This design comes from an exercise in tuning for small area on the open sky130 flow, not from production work. The RTL was checked by simulation tests, not by an equivalence proof against the original design. Power is estimated from default activity; no workload was simulated. No driver is modelled on the clock port, so clocking that relies on it looks cheaper here than on a real chip.

==> flow/design.v (excerpt) <==
module mnist_frame_binarizer
(
    input  logic                  clk,
    input  logic                  rst_n,
    input  logic                  in_valid,
    output logic                  in_ready,
    input  logic [mnist_frame_binarizer_pkg::PIX_W-1:0] in_pixel,
    input  logic                  in_last,
    output logic                  out_valid,
    input  logic                  out_ready,
    output logic [mnist_frame_binarizer_pkg::NET_INPUTS-1:0] out_frame,
    output logic                  frame_err
    ,
    output logic [7:0]            err_cnt
);
Settings: LEC_CHECK=0, CAP_MARGIN=0, CORE_MARGIN=2, CORE_UTILIZATION=70, CTS_BUF_LIST=sky130_fd_sc_hd__clkbuf_16, CTS_CLUSTER_DIAMETER=200, CTS_CLUSTER_SIZE=30, SLEW_MARGIN=0; clock period 6.5 ns.
standard.sh (not shown) runs the stock make flow with config.mk's settings and CLKGATE_MAP_FILE= SYNTH_SCRIPT=/design/flow/synth_recipe.tcl, a recipe that flattens the netlist after the stock synthesis.
==> flow/flow/run.sh <==
#!/bin/bash
# Standard layout with two changes:
#  - the combinational logic of the standard synthesis is re-mapped for area
#    (flip-flops untouched), before floorplanning;
#  - every input and output port gets the smallest buffer;
#  - the placement-stage repair may use only small buffers and inverters.
set -euo pipefail
here=$(pwd)
export BUFFER_PORTS_ARGS="-buffer_cell sky130_fd_sc_hd__buf_1"
# The standard clock tree settings, without dummy loads on the leaf nets.
export CTS_ARGS="-sink_clustering_enable -repair_clock_nets -sink_clustering_size 30 -sink_clustering_max_diameter 200 -buf_list sky130_fd_sc_hd__clkbuf_16 -dont_use_dummy_load"
export PRE_GLOBAL_PLACE_TCL=$here/flow/small_bufs.tcl
export PRE_RESIZE_TCL=$here/flow/small_bufs.tcl
R=$here/orfs/results/$FLOW_PLATFORM/mnist_frame_binarizer/base
LIB=$FLOW_HOME/platforms/sky130hd/lib/sky130_fd_sc_hd__tt_025C_1v80.lib

bash standard.sh synth > synth.log 2>&1

# Cells the flow may not use, as the standard synthesis passed them to abc.
DU=$(grep -o -- "-dont_use [A-Za-z0-9_]*" orfs/logs/$FLOW_PLATFORM/mnist_frame_binarizer/base/1_2_yosys.log | sort -u | tr '\n' ' ')
cp $R/1_2_yosys.v std_synth.v
sed -e "s#@LIB@#$LIB#g" -e "s#@IN@#$here/std_synth.v#" -e "s#@TOP@#$FLOW_TOP#" \
    -e "s#@DONTUSE@#$DU#" -e "s#@SCRIPT@#$here/flow/area.abc#" -e "s#@OUT@#$here/resyn_all.v#" \
    flow/resyn.ys.in > resyn.ys
yosys -l resyn.log resyn.ys > /dev/null 2>&1
# Keep only the top module (the file also holds the cell models yosys read).
awk -v top="$FLOW_TOP" '$1=="module"{keep=($2 ~ "^"top"[ (]")} keep{print} $1=="endmodule"{keep=0}' resyn_all.v > resyn.v
grep -q "^module $FLOW_TOP" resyn.v
cp resyn.v $R/1_2_yosys.v
touch $R/1_2_yosys.v

bash standard.sh finish > standard.log 2>&1
==> flow/flow/area.abc <==
strash
dc2
dch -f
amap
topo
==> flow/flow/resyn.ys.in <==
# Re-map the combinational logic of the standard synthesis for area. The
# flip-flops are kept as they are (same cells, same instance names).
read_liberty -ignore_miss_func @LIB@
read_verilog @IN@
hierarchy -top @TOP@
setattr -mod -set keep_hierarchy 1 sky130_fd_sc_hd__df* sky130_fd_sc_hd__edf* sky130_fd_sc_hd__sdf* sky130_fd_sc_hd__dl* sky130_fd_sc_hd__sedf*
flatten
opt -purge
abc -liberty @LIB@ @DONTUSE@ -script @SCRIPT@
# left out here: clean up, clear keep_hierarchy
stat -liberty @LIB@
write_verilog -noattr -noexpr -nohex -nodec @OUT@
==> flow/flow/small_bufs.tcl <==
# Keep the repair of the two 400-load enable nets to small buffers: the
# timing has slack to spare and a tree of small buffers takes less area.
set_dont_use {
  sky130_fd_sc_hd__buf_6 sky130_fd_sc_hd__buf_8 sky130_fd_sc_hd__buf_12 sky130_fd_sc_hd__buf_16
  sky130_fd_sc_hd__bufinv_8 sky130_fd_sc_hd__bufinv_16 sky130_fd_sc_hd__bufbuf_8 sky130_fd_sc_hd__bufbuf_16
  sky130_fd_sc_hd__clkbuf_8 sky130_fd_sc_hd__clkbuf_16
  sky130_fd_sc_hd__inv_8 sky130_fd_sc_hd__inv_12 sky130_fd_sc_hd__inv_16
  sky130_fd_sc_hd__clkinv_8 sky130_fd_sc_hd__clkinv_16
}
==> next run, changes <==
==> flow/flow/run.sh (replaced) <==
#!/bin/bash
# Standard layout, except:
#  - every input and output port gets the smallest buffer;
#  - the placement-stage repair may use only small buffers and inverters.
set -euo pipefail
here=$(pwd)
export BUFFER_PORTS_ARGS="-buffer_cell sky130_fd_sc_hd__buf_1"
export PRE_GLOBAL_PLACE_TCL=$here/flow/small_bufs.tcl
export PRE_RESIZE_TCL=$here/flow/small_bufs.tcl
bash standard.sh > standard.log 2>&1
- CORE_UTILIZATION: 70 -> 60
removed: flow/flow/area.abc
removed: flow/flow/resyn.ys.in
The new run ran to the end with no violations.
Wire length is higher by 2.9%.
Clock power is higher by about 4%.
Fmax is higher by 2.5%.
Count of clock-buffer cells in the layout does not change.
Die area is higher by 17%.
Global-route usage is lower by 2.7 points.
Final area is higher by 0.79%.
Core utilization is lower by 11 points.
==> next run, changes <==
==> flow/flow/run.sh (replaced) <==
#!/bin/bash
# Standard layout, but with the smallest buffer on every input and output port.
set -euo pipefail
export BUFFER_PORTS_ARGS="-buffer_cell sky130_fd_sc_hd__buf_1"
bash standard.sh > standard.log 2>&1
- CORE_UTILIZATION: 60 -> 50
removed: flow/flow/small_bufs.tcl
Effect: Via count decreases by 3.5%. Synthesized area stays the same. Die area increases by 20%. Register-to-register slack gains 0.06 ns. Sequential share of layout area decreases by 0.43 points. Total power stays flat. Wire length decreases by 5.8%.
==> next run, changes <==
--- a/flow/flow/run.sh
+++ b/flow/flow/run.sh
@@ -3,3 +3,5 @@
 set -euo pipefail
 export BUFFER_PORTS_ARGS="-buffer_cell sky130_fd_sc_hd__buf_1"
+# The standard clock tree settings, without dummy loads on the leaf nets.
+export CTS_ARGS="-sink_clustering_enable -repair_clock_nets -sink_clustering_size 31 -sink_clustering_max_diameter 200 -buf_list sky130_fd_sc_hd__clkbuf_16 -dont_use_dummy_load"
 bash standard.sh > standard.log 2>&1
- CORE_UTILIZATION: 50 -> 70
- CTS_CLUSTER_SIZE: 30 -> 31
- global-route usage increases by 6.3 points
- non-clock buffer count is unchanged
- total power decreases by 1.5%
- synthesized area stays the same
- setup slack gets worse by 0.0099 ns
- cell count decreases by 11%
- core utilization increases by 22 points
- clock-buffer cell count decreases by 1
- routed wire length decreases by 0.39%
- clock skew increases by 0.014 ns
==> next run, changes <==
==> flow/flow/run.sh (replaced) <==
#!/bin/bash
# Standard layout, but with the smallest buffer on every input and output port.
set -euo pipefail
export BUFFER_PORTS_ARGS="-buffer_cell sky130_fd_sc_hd__buf_1"
bash standard.sh > standard.log 2>&1
- CORE_UTILIZATION: 70 -> 60
- CTS_CLUSTER_SIZE: 31 -> 33
After rerunning: The changed run went through all stages and came out clean. Die area goes up by about a fifth. Setup slack gains 0.16 ns. Maximum frequency climbs by a few percent. Wire length rose by a few percent. Power increases slightly.


Starting RTL as in the previous note.
export LEC_CHECK = 0
export CAP_MARGIN = 0
export CORE_MARGIN = 2
export CORE_UTILIZATION = 60
export CTS_BUF_LIST = sky130_fd_sc_hd__clkbuf_16
export CTS_CLUSTER_DIAMETER = 200
export CTS_CLUSTER_SIZE = 30
export GPL_TIMING_DRIVEN = 0
export SLEW_MARGIN = 0
create_clock -name core_clock -period 6.5 [get_ports {clk}]
==> flow/flow/run.sh <==
#!/bin/bash
# Standard layout, but with the smallest buffer on every input and output port.
set -euo pipefail
export BUFFER_PORTS_ARGS="-buffer_cell sky130_fd_sc_hd__buf_1"
bash standard.sh > standard.log 2>&1
Edit:
==> flow/flow/run.sh (replaced) <==
#!/bin/bash
# Standard layout with these changes:
#  - the combinational logic of the standard synthesis is re-mapped for area
#    (flip-flops untouched), before floorplanning;
#  - every input and output port gets the smallest buffer;
set -euo pipefail
here=$(pwd)
export BUFFER_PORTS_ARGS="-buffer_cell sky130_fd_sc_hd__buf_1"
# The standard clock tree settings, without dummy loads on the leaf nets.
export CTS_ARGS="-sink_clustering_enable -repair_clock_nets -sink_clustering_size 34 -sink_clustering_max_diameter 200 -buf_list sky130_fd_sc_hd__clkbuf_16 -dont_use_dummy_load"
R=$here/orfs/results/$FLOW_PLATFORM/mnist_frame_binarizer/base
LIB=$FLOW_HOME/platforms/sky130hd/lib/sky130_fd_sc_hd__tt_025C_1v80.lib

bash standard.sh synth > synth.log 2>&1

# Cells the flow may not use, as the standard synthesis passed them to abc.
DU=$(grep -o -- "-dont_use [A-Za-z0-9_]*" orfs/logs/$FLOW_PLATFORM/mnist_frame_binarizer/base/1_2_yosys.log | sort -u | tr '\n' ' ')
cp $R/1_2_yosys.v std_synth.v
sed -e "s#@LIB@#$LIB#g" -e "s#@IN@#$here/std_synth.v#" -e "s#@TOP@#$FLOW_TOP#" \
    -e "s#@DONTUSE@#$DU#" -e "s#@SCRIPT@#$here/flow/area.abc#" -e "s#@OUT@#$here/resyn_all.v#" \
    flow/resyn.ys.in > resyn.ys
yosys -l resyn.log resyn.ys > /dev/null 2>&1
# Keep only the top module (the file also holds the cell models yosys read).
awk -v top="$FLOW_TOP" '$1=="module"{keep=($2 ~ "^"top"[ (]")} keep{print} $1=="endmodule"{keep=0}' resyn_all.v > resyn.v
grep -q "^module $FLOW_TOP" resyn.v
cp resyn.v $R/1_2_yosys.v
touch $R/1_2_yosys.v

bash standard.sh finish > standard.log 2>&1
==> flow/flow/area.abc (new file) <==
strash
dc2
dch -f
amap
topo
==> flow/flow/resyn.ys.in (new file) <==
# Re-map the combinational logic of the standard synthesis for area. The
# flip-flops are kept as they are (same cells, same instance names).
read_liberty -ignore_miss_func @LIB@
read_verilog @IN@
hierarchy -top @TOP@
setattr -mod -set keep_hierarchy 1 sky130_fd_sc_hd__df* sky130_fd_sc_hd__edf* sky130_fd_sc_hd__sdf* sky130_fd_sc_hd__dl* sky130_fd_sc_hd__sedf*
flatten
opt -purge
abc -liberty @LIB@ @DONTUSE@ -script @SCRIPT@
# left out here: clean up, clear keep_hierarchy
stat -liberty @LIB@
write_verilog -noattr -noexpr -nohex -nodec @OUT@
Settings changed: CORE_UTILIZATION 60 to 70, CTS_CLUSTER_SIZE 30 to 34, GPL_TIMING_DRIVEN 0 to unset.
What happened: Via count decreases by about 0.8%. Wire length decreases by 2.0%. Non-clock buffer count decreases by 22. Final area decreases by about 2.7%. Power decreases by about 2.1%. Sequential power stays flat. Sequential cell count is unchanged. Clock skew increases by 0.044 ns.
Edit:
--- a/flow/flow/run.sh
+++ b/flow/flow/run.sh
@@ -5,2 +5,4 @@
 #  - every input and output port gets the smallest buffer;
+#  - the placement-stage repair may use only small buffers and inverters;
+#  - the clock tree has no dummy loads.
 set -euo pipefail
@@ -8,4 +10,6 @@
 export BUFFER_PORTS_ARGS="-buffer_cell sky130_fd_sc_hd__buf_1"
+export PRE_GLOBAL_PLACE_TCL=$here/flow/small_bufs.tcl
+export PRE_RESIZE_TCL=$here/flow/small_bufs.tcl
 # The standard clock tree settings, without dummy loads on the leaf nets.
-export CTS_ARGS="-sink_clustering_enable -repair_clock_nets -sink_clustering_size 34 -sink_clustering_max_diameter 200 -buf_list sky130_fd_sc_hd__clkbuf_16 -dont_use_dummy_load"
+export CTS_ARGS="-sink_clustering_enable -repair_clock_nets -sink_clustering_size 33 -sink_clustering_max_diameter 200 -buf_list sky130_fd_sc_hd__clkbuf_16 -dont_use_dummy_load"
 R=$here/orfs/results/$FLOW_PLATFORM/mnist_frame_binarizer/base
==> flow/flow/area.abc (replaced) <==
&get -n
&deepsyn -T 20 -S 1
&put
dch -f
amap
==> flow/flow/small_bufs.tcl (new file) <==
# Keep the repair of the two 400-load enable nets to small buffers: the
# timing has slack to spare and a tree of small buffers takes less area.
set_dont_use {
  sky130_fd_sc_hd__buf_6 sky130_fd_sc_hd__buf_8 sky130_fd_sc_hd__buf_12 sky130_fd_sc_hd__buf_16
  sky130_fd_sc_hd__bufinv_8 sky130_fd_sc_hd__bufinv_16 sky130_fd_sc_hd__bufbuf_8 sky130_fd_sc_hd__bufbuf_16
  sky130_fd_sc_hd__clkbuf_8 sky130_fd_sc_hd__clkbuf_16
  sky130_fd_sc_hd__inv_8 sky130_fd_sc_hd__inv_12 sky130_fd_sc_hd__inv_16
  sky130_fd_sc_hd__clkinv_8 sky130_fd_sc_hd__clkinv_16
}
Settings changed: CTS_CLUSTER_SIZE 34 to 33.
Final area barely changes.
Synthesized cell count came out lower by 0.99%.
Power hardly moves.
Count of clock-buffer cells in the layout stays the same.
Setup slack is worse by 0.72 ns.
Wire length fell by 2.4%.
Hold slack is better by 0.065 ns.
First-iteration DRC count drops by 6.6%.
Die area hardly moves.
Via count hardly moves.
Fmax falls by 18%.


## indigo
The RTL this note starts from:
==> flow/design.v <==
package mnist_frame_binarizer_pkg;
    localparam int IMG_W      = 28;
    localparam int IMG_H      = 28;
    localparam int CROP_OFF   = 4;
    localparam int CROP_W     = 20;
    localparam int PIX_W      = 8;
    localparam int THRESH     = 128;
    localparam int NET_INPUTS = CROP_W * CROP_W;
    localparam int COL_W = $clog2(IMG_W);
    localparam int ROW_W = $clog2(IMG_H);
    localparam int K_W   = $clog2(NET_INPUTS);
    localparam logic [COL_W-1:0] COL_LAST    = COL_W'(IMG_W - 1);
    localparam logic [ROW_W-1:0] ROW_LAST    = ROW_W'(IMG_H - 1);
    localparam logic [COL_W-1:0] COL_CROP_LO = COL_W'(CROP_OFF);
    localparam logic [COL_W-1:0] COL_CROP_HI = COL_W'(CROP_OFF + CROP_W - 1);
    localparam logic [ROW_W-1:0] ROW_CROP_LO = ROW_W'(CROP_OFF);
    localparam logic [ROW_W-1:0] ROW_CROP_HI = ROW_W'(CROP_OFF + CROP_W - 1);
    localparam logic [PIX_W-1:0] THRESH_V    = PIX_W'(THRESH);
    typedef enum logic {
        FILL = 1'b0,
        HOLD = 1'b1
    } state_t;
endpackage
module mnist_crop_counter
(
    input  logic           clk,
    input  logic           rst_n,
    input  logic           beat,
    input  logic           in_last,
    output logic           in_crop,
    output logic           is_final
);
    localparam logic [4:0] X_FIRST = 5'(32 - mnist_frame_binarizer_pkg::CROP_OFF);
    localparam logic [4:0] X_LAST  = 5'(mnist_frame_binarizer_pkg::IMG_W - 1 - mnist_frame_binarizer_pkg::CROP_OFF);
    logic [4:0] row_q;
    logic [4:0] col_q;
    logic       col_end;
    logic       restart;
    logic       col_step;
    logic       row_step;
    always_comb begin
        col_end  = (col_q == X_LAST);
        in_crop  = (row_q < 5'(mnist_frame_binarizer_pkg::CROP_W)) && (col_q < 5'(mnist_frame_binarizer_pkg::CROP_W));
        is_final = (row_q == X_LAST) && col_end;
        restart  = beat && (is_final || in_last || col_end);
        col_step = beat && !(is_final || in_last || col_end);
        row_step = beat && col_end && !(is_final || in_last);
    end
    always_ff @(posedge clk or negedge rst_n) begin
        if (!rst_n) begin
            col_q <= X_FIRST;
        end else if (restart) begin
            col_q <= X_FIRST;
        end else if (col_step) begin
            col_q <= col_q + 5'd1;
        end
    end
    always_ff @(posedge clk or negedge rst_n) begin
        if (!rst_n) begin
            row_q <= X_FIRST;
        end else if (beat && (is_final || in_last)) begin
            row_q <= X_FIRST;
        end else if (row_step) begin
            row_q <= row_q + 5'd1;
        end
    end
endmodule
module mnist_frame_binarizer
(
    input  logic                  clk,
    input  logic                  rst_n,
    input  logic                  in_valid,
    output logic                  in_ready,
    input  logic [mnist_frame_binarizer_pkg::PIX_W-1:0] in_pixel,
    input  logic                  in_last,
    output logic                  out_valid,
    input  logic                  out_ready,
    output logic [mnist_frame_binarizer_pkg::NET_INPUTS-1:0] out_frame,
    output logic                  frame_err
    ,
    output logic [7:0]            err_cnt
);
    logic                  hold_q;
    logic [mnist_frame_binarizer_pkg::NET_INPUTS-1:0] asm_q;
    logic                  beat;
    logic                  pix_bit;
    logic                  in_crop;
    logic                  is_final;
    logic                  frame_done;
    logic                  out_free;
    logic                  out_take;
    logic                  load;
    assign in_ready = !hold_q;
    mnist_crop_counter u_cnt (
        .clk      (clk),
        .rst_n    (rst_n),
        .beat     (beat),
        .in_last  (in_last),
        .in_crop  (in_crop),
        .is_final (is_final)
    );
    always_comb begin
        beat       = in_valid && !hold_q;
        pix_bit    = (in_pixel >= mnist_frame_binarizer_pkg::THRESH_V);
        frame_done = beat && is_final && in_last;
        out_free   = !out_valid || out_ready;
        out_take   = out_valid && out_ready;
        load       = (frame_done && out_free) || (hold_q && out_take);
    end
    always_ff @(posedge clk) begin
        if (beat && in_crop) begin
            asm_q <= {pix_bit, asm_q[mnist_frame_binarizer_pkg::NET_INPUTS-1:1]};
        end
        if (load) begin
            out_frame <= asm_q;
        end
    end
    always_ff @(posedge clk or negedge rst_n) begin
        if (!rst_n) begin
            hold_q    <= 1'b0;
            out_valid <= 1'b0;
            frame_err <= 1'b0;
        end else begin
            hold_q    <= hold_q ? !out_ready : (frame_done && !out_free);
            out_valid <= load || (out_valid && !out_ready);
            frame_err <= beat && (in_last != is_final);
        end
    end
    logic err_inc;
    assign err_inc = frame_err && !(&err_cnt);
    always_ff @(posedge clk or negedge rst_n) begin
        if (!rst_n) begin
            err_cnt <= '0;
        end else begin
            err_cnt <= err_cnt + {7'd0, err_inc};
        end
    end
endmodule
export LEC_CHECK = 0
export CAP_MARGIN = 0
export CORE_MARGIN = 2
export CORE_UTILIZATION = 70
export CTS_BUF_LIST = sky130_fd_sc_hd__clkbuf_16
export CTS_CLUSTER_DIAMETER = 200
export CTS_CLUSTER_SIZE = 30
export SLEW_MARGIN = 0
create_clock -name core_clock -period 6.5 [get_ports {clk}]
==> flow/flow/run.sh <==
#!/bin/bash
# Standard layout, but with the smallest buffer on every input and output port.
set -euo pipefail
export BUFFER_PORTS_ARGS="-buffer_cell sky130_fd_sc_hd__buf_1"
bash standard.sh > standard.log 2>&1
indigo reached the end of the flow, and the finished layout is clean on the timing, design-rule and antenna checks.
The inputs of fjord differ from those of indigo as listed below.
==> flow/flow/run.sh <==
#!/bin/bash
# Standard layout, but with the smallest buffer on every input and output port.
set -euo pipefail
export BUFFER_PORTS_ARGS="-buffer_cell sky130_fd_sc_hd__buf_1"
# The standard clock tree settings, without dummy loads on the leaf nets.
export CTS_ARGS="-sink_clustering_enable -repair_clock_nets -sink_clustering_size 34 -sink_clustering_max_diameter 200 -buf_list sky130_fd_sc_hd__clkbuf_16 -dont_use_dummy_load"
bash standard.sh > standard.log 2>&1
-- flow/config.mk --
<<< indigo, line 11
export CTS_BUF_LIST = sky130_fd_sc_hd__clkbuf_16
export CTS_CLUSTER_DIAMETER = 200
export CTS_CLUSTER_SIZE = 30
export SLEW_MARGIN = 0
>>> fjord, line 11
export CTS_BUF_LIST = sky130_fd_sc_hd__clkbuf_16
export CTS_CLUSTER_DIAMETER = 200
export CTS_CLUSTER_SIZE = 34
export PLACE_DENSITY = 0.85
export SLEW_MARGIN = 0
Results
- Of the two values seen for start point of the critical path, u_cnt.col_q[0] was produced by fjord and in_valid by indigo.
- Compared with indigo, in fjord power after layout saw a decrease; post-layout instance count excluding filler cells fell by 0.88%; count of filler cells inserted in the layout lower; detailed-route wire length per cell picked up an extra 7.5%.
--- input diff fjord..cedar ---
==> flow/flow/run.sh <==
#!/bin/bash
# Standard layout with these changes:
#  - the combinational logic of the standard synthesis is re-mapped for area
#    (flip-flops untouched), before floorplanning;
#  - every input and output port gets the smallest buffer;
set -euo pipefail
here=$(pwd)
export BUFFER_PORTS_ARGS="-buffer_cell sky130_fd_sc_hd__buf_1"
# The standard clock tree settings, without dummy loads on the leaf nets.
export CTS_ARGS="-sink_clustering_enable -repair_clock_nets -sink_clustering_size 34 -sink_clustering_max_diameter 200 -buf_list sky130_fd_sc_hd__clkbuf_16 -dont_use_dummy_load"
R=$here/orfs/results/$FLOW_PLATFORM/mnist_frame_binarizer/base
LIB=$FLOW_HOME/platforms/sky130hd/lib/sky130_fd_sc_hd__tt_025C_1v80.lib

bash standard.sh synth > synth.log 2>&1

# Cells the flow may not use, as the standard synthesis passed them to abc.
DU=$(grep -o -- "-dont_use [A-Za-z0-9_]*" orfs/logs/$FLOW_PLATFORM/mnist_frame_binarizer/base/1_2_yosys.log | sort -u | tr '\n' ' ')
cp $R/1_2_yosys.v std_synth.v
sed -e "s#@LIB@#$LIB#g" -e "s#@IN@#$here/std_synth.v#" -e "s#@TOP@#$FLOW_TOP#" \
    -e "s#@DONTUSE@#$DU#" -e "s#@SCRIPT@#$here/flow/area.abc#" -e "s#@OUT@#$here/resyn_all.v#" \
    flow/resyn.ys.in > resyn.ys
yosys -l resyn.log resyn.ys > /dev/null 2>&1
# Keep only the top module (the file also holds the cell models yosys read).
awk -v top="$FLOW_TOP" '$1=="module"{keep=($2 ~ "^"top"[ (]")} keep{print} $1=="endmodule"{keep=0}' resyn_all.v > resyn.v
grep -q "^module $FLOW_TOP" resyn.v
cp resyn.v $R/1_2_yosys.v
touch $R/1_2_yosys.v

bash standard.sh finish > standard.log 2>&1
==> flow/flow/area.abc (new file) <==
strash
dc2
dch -f
amap
topo
==> flow/flow/resyn.ys.in (new file) <==
# Re-map the combinational logic of the standard synthesis for area. The
# flip-flops are kept as they are (same cells, same instance names).
read_liberty -ignore_miss_func @LIB@
read_verilog @IN@
hierarchy -top @TOP@
setattr -mod -set keep_hierarchy 1 sky130_fd_sc_hd__df* sky130_fd_sc_hd__edf* sky130_fd_sc_hd__sdf* sky130_fd_sc_hd__dl* sky130_fd_sc_hd__sedf*
flatten
opt -purge
abc -liberty @LIB@ @DONTUSE@ -script @SCRIPT@
# left out here: clean up, clear keep_hierarchy
stat -liberty @LIB@
write_verilog -noattr -noexpr -nohex -nodec @OUT@
==> flow/config.mk <==
export PLATFORM = sky130hd
export DESIGN_NAME = mnist_frame_binarizer
export DESIGN_NICKNAME = mnist_frame_binarizer
export VERILOG_FILES = /design/flow/design.v
export SDC_FILE = /design/flow/constraint.sdc
export NUM_CORES = 4
export LEC_CHECK = 0
export CAP_MARGIN = 0
export CORE_MARGIN = 2
export CORE_UTILIZATION = 80
export CTS_BUF_LIST = sky130_fd_sc_hd__clkbuf_16
export CTS_CLUSTER_DIAMETER = 200
export CTS_CLUSTER_SIZE = 34
export SLEW_MARGIN = 0
Notes after the runs:
Flow for cedar halted at detailed placement (3_5_place_dp), error code DPL-0033.
In cedar the number of placement rows turned out about 7% lower than in fjord.
cedar against fjord: synthesized cell count rose by 0.67%, post-synthesis average cell area fell by 1.1%.
Diff cedar and fjord: effective utilization at floorplan higher in cedar
The area of the mapped netlist reported for cedar is smaller than that of fjord by 110 um^2.
cedar and fjord ended up with roughly the same post-synth net total.
The run showing the greater die boundary height is fjord.
cedar reports a lower weighted congestion at the end of routability-driven global placement than fjord does.
Input changes introduced in delta (baseline for comparison: cedar):
-- flow/flow/run.sh --
<<< cedar, line 1
#!/bin/bash
# Standard layout with these changes:
#  - the combinational logic of the standard synthesis is re-mapped for area
#    (flip-flops untouched), before floorplanning;
#  - every input and output port gets the smallest buffer;
set -euo pipefail
here=$(pwd)
export BUFFER_PORTS_ARGS="-buffer_cell sky130_fd_sc_hd__buf_1"
# The standard clock tree settings, without dummy loads on the leaf nets.
export CTS_ARGS="-sink_clustering_enable -repair_clock_nets -sink_clustering_size 34 -sink_clustering_max_diameter 200 -buf_list sky130_fd_sc_hd__clkbuf_16 -dont_use_dummy_load"
R=$here/orfs/results/$FLOW_PLATFORM/mnist_frame_binarizer/base
LIB=$FLOW_HOME/platforms/sky130hd/lib/sky130_fd_sc_hd__tt_025C_1v80.lib
>>> delta, line 1
#!/bin/bash
# Standard layout with two changes:
#  - the combinational logic of the standard synthesis is re-mapped for area
#    (flip-flops untouched), before floorplanning;
#  - every input and output port gets the smallest buffer;
#  - the placement-stage repair may use only small buffers and inverters.
set -euo pipefail
here=$(pwd)
export BUFFER_PORTS_ARGS="-buffer_cell sky130_fd_sc_hd__buf_1"
export PRE_GLOBAL_PLACE_TCL=$here/flow/small_bufs.tcl
export PRE_RESIZE_TCL=$here/flow/small_bufs.tcl
R=$here/orfs/results/$FLOW_PLATFORM/mnist_frame_binarizer/base
LIB=$FLOW_HOME/platforms/sky130hd/lib/sky130_fd_sc_hd__tt_025C_1v80.lib
==> flow/flow/small_bufs.tcl (new file) <==
# Keep the repair of the two 400-load enable nets to small buffers: the
# timing has slack to spare and a tree of small buffers takes less area.
set_dont_use {
  sky130_fd_sc_hd__buf_6 sky130_fd_sc_hd__buf_8 sky130_fd_sc_hd__buf_12 sky130_fd_sc_hd__buf_16
  sky130_fd_sc_hd__bufinv_8 sky130_fd_sc_hd__bufinv_16 sky130_fd_sc_hd__bufbuf_8 sky130_fd_sc_hd__bufbuf_16
  sky130_fd_sc_hd__clkbuf_8 sky130_fd_sc_hd__clkbuf_16
  sky130_fd_sc_hd__inv_8 sky130_fd_sc_hd__inv_12 sky130_fd_sc_hd__inv_16
  sky130_fd_sc_hd__clkinv_8 sky130_fd_sc_hd__clkinv_16
}
-- flow/config.mk --
<<< cedar, line 8
export CAP_MARGIN = 0
export CORE_MARGIN = 2
export CORE_UTILIZATION = 80
export CTS_BUF_LIST = sky130_fd_sc_hd__clkbuf_16
export CTS_CLUSTER_DIAMETER = 200
export CTS_CLUSTER_SIZE = 34
export SLEW_MARGIN = 0
>>> delta, line 8
export CAP_MARGIN = 0
export CORE_MARGIN = 2
export CORE_UTILIZATION = 70
export CTS_BUF_LIST = sky130_fd_sc_hd__clkbuf_16
export CTS_CLUSTER_DIAMETER = 200
export CTS_CLUSTER_SIZE = 30
export SLEW_MARGIN = 0
Results
Per the final summary, delta finished and its layout is clean on timing, DRC and antenna.
Comparing delta against cedar, there is no change at all in synthesized area per cell.
Die span in y, delta and cedar: larger value in delta
Reported for delta and cedar, number of nets produced by synthesis turned out identical to the last digit.
[compare] base=cedar new=delta: I/O pin count about even; HPWL reported at the end of detailed placement fell 9800 um; weighted congestion reported at the end of routability-driven placement about even.
Of delta and cedar, the run reporting the lower starting utilization of the core area was delta.
cedar -> delta: x dimension of the die increased by a few percent
Taking cedar as the reference, in delta synthesized cell count was more or less identical; area after synthesis was more or less identical; cell row count went up by 7.8%.

## separate check: timing with driven ports
Ports are ideal in the flow. The routed layouts listed here were re-timed in OpenROAD.
Step 1 (the two cells are an assumption about what drives the block):
set clk [get_ports {clk}]
set_driving_cell -lib_cell sky130_fd_sc_hd__clkbuf_16 $clk
set_driving_cell -lib_cell sky130_fd_sc_hd__buf_2 [delete_from_list [all_inputs] $clk]
Step 2 also shifts input and output timing later by t, the mid clock arrival at the registers, as if the neighbouring blocks saw the same clock.
Slacks: ideal ports / drivers / drivers and shift; pairs: ideal ports / drivers.
| run | shift t [ns] | slack for setup (ns) | hold WS [ns] |
|---|---|---|---|
| the first run of note 1 | 0.623 | 2.962 / 2.962 / 2.396 | 0.397 / 0.397 / 0.397 |
| the second run of note 1 | 0.651 | 3.049 / 3.049 / 2.442 | 0.440 / 0.440 / 0.440 |
| the third run of note 1 | 0.651 | 3.108 / 3.108 / 2.543 | 0.436 / 0.436 / 0.436 |
| the fourth run of note 1 | 0.623 | 3.098 / 3.129 / 2.507 | 0.430 / 0.430 / 0.430 |
| the fifth run of note 1 | 0.658 | 3.260 / 3.291 / 2.633 | 0.429 / 0.429 / 0.429 |
| the first run of note 2 | 0.659 | 2.853 / 2.853 / 2.563 | 0.431 / 0.431 / 0.431 |
| the second run of note 2 | 0.612 | 3.181 / 3.181 / 2.648 | 0.379 / 0.379 / 0.379 |
| the third run of note 2 | 0.629 | 2.462 / 2.485 / 1.856 | 0.444 / 0.444 / 0.444 |
| indigo | 0.645 | 3.159 / 3.191 / 2.546 | 0.451 / 0.451 / 0.451 |
| fjord | 0.615 | 3.120 / 3.120 / 2.643 | 0.414 / 0.414 / 0.414 |
| delta | 0.641 | 2.953 / 2.953 / 2.386 | 0.431 / 0.431 / 0.431 |
After both steps every run listed still meets setup and hold. The setup slack of the fifth run of note 1, which loses most, moves by +0.031 ns with the drivers and by -0.627 ns with both steps.
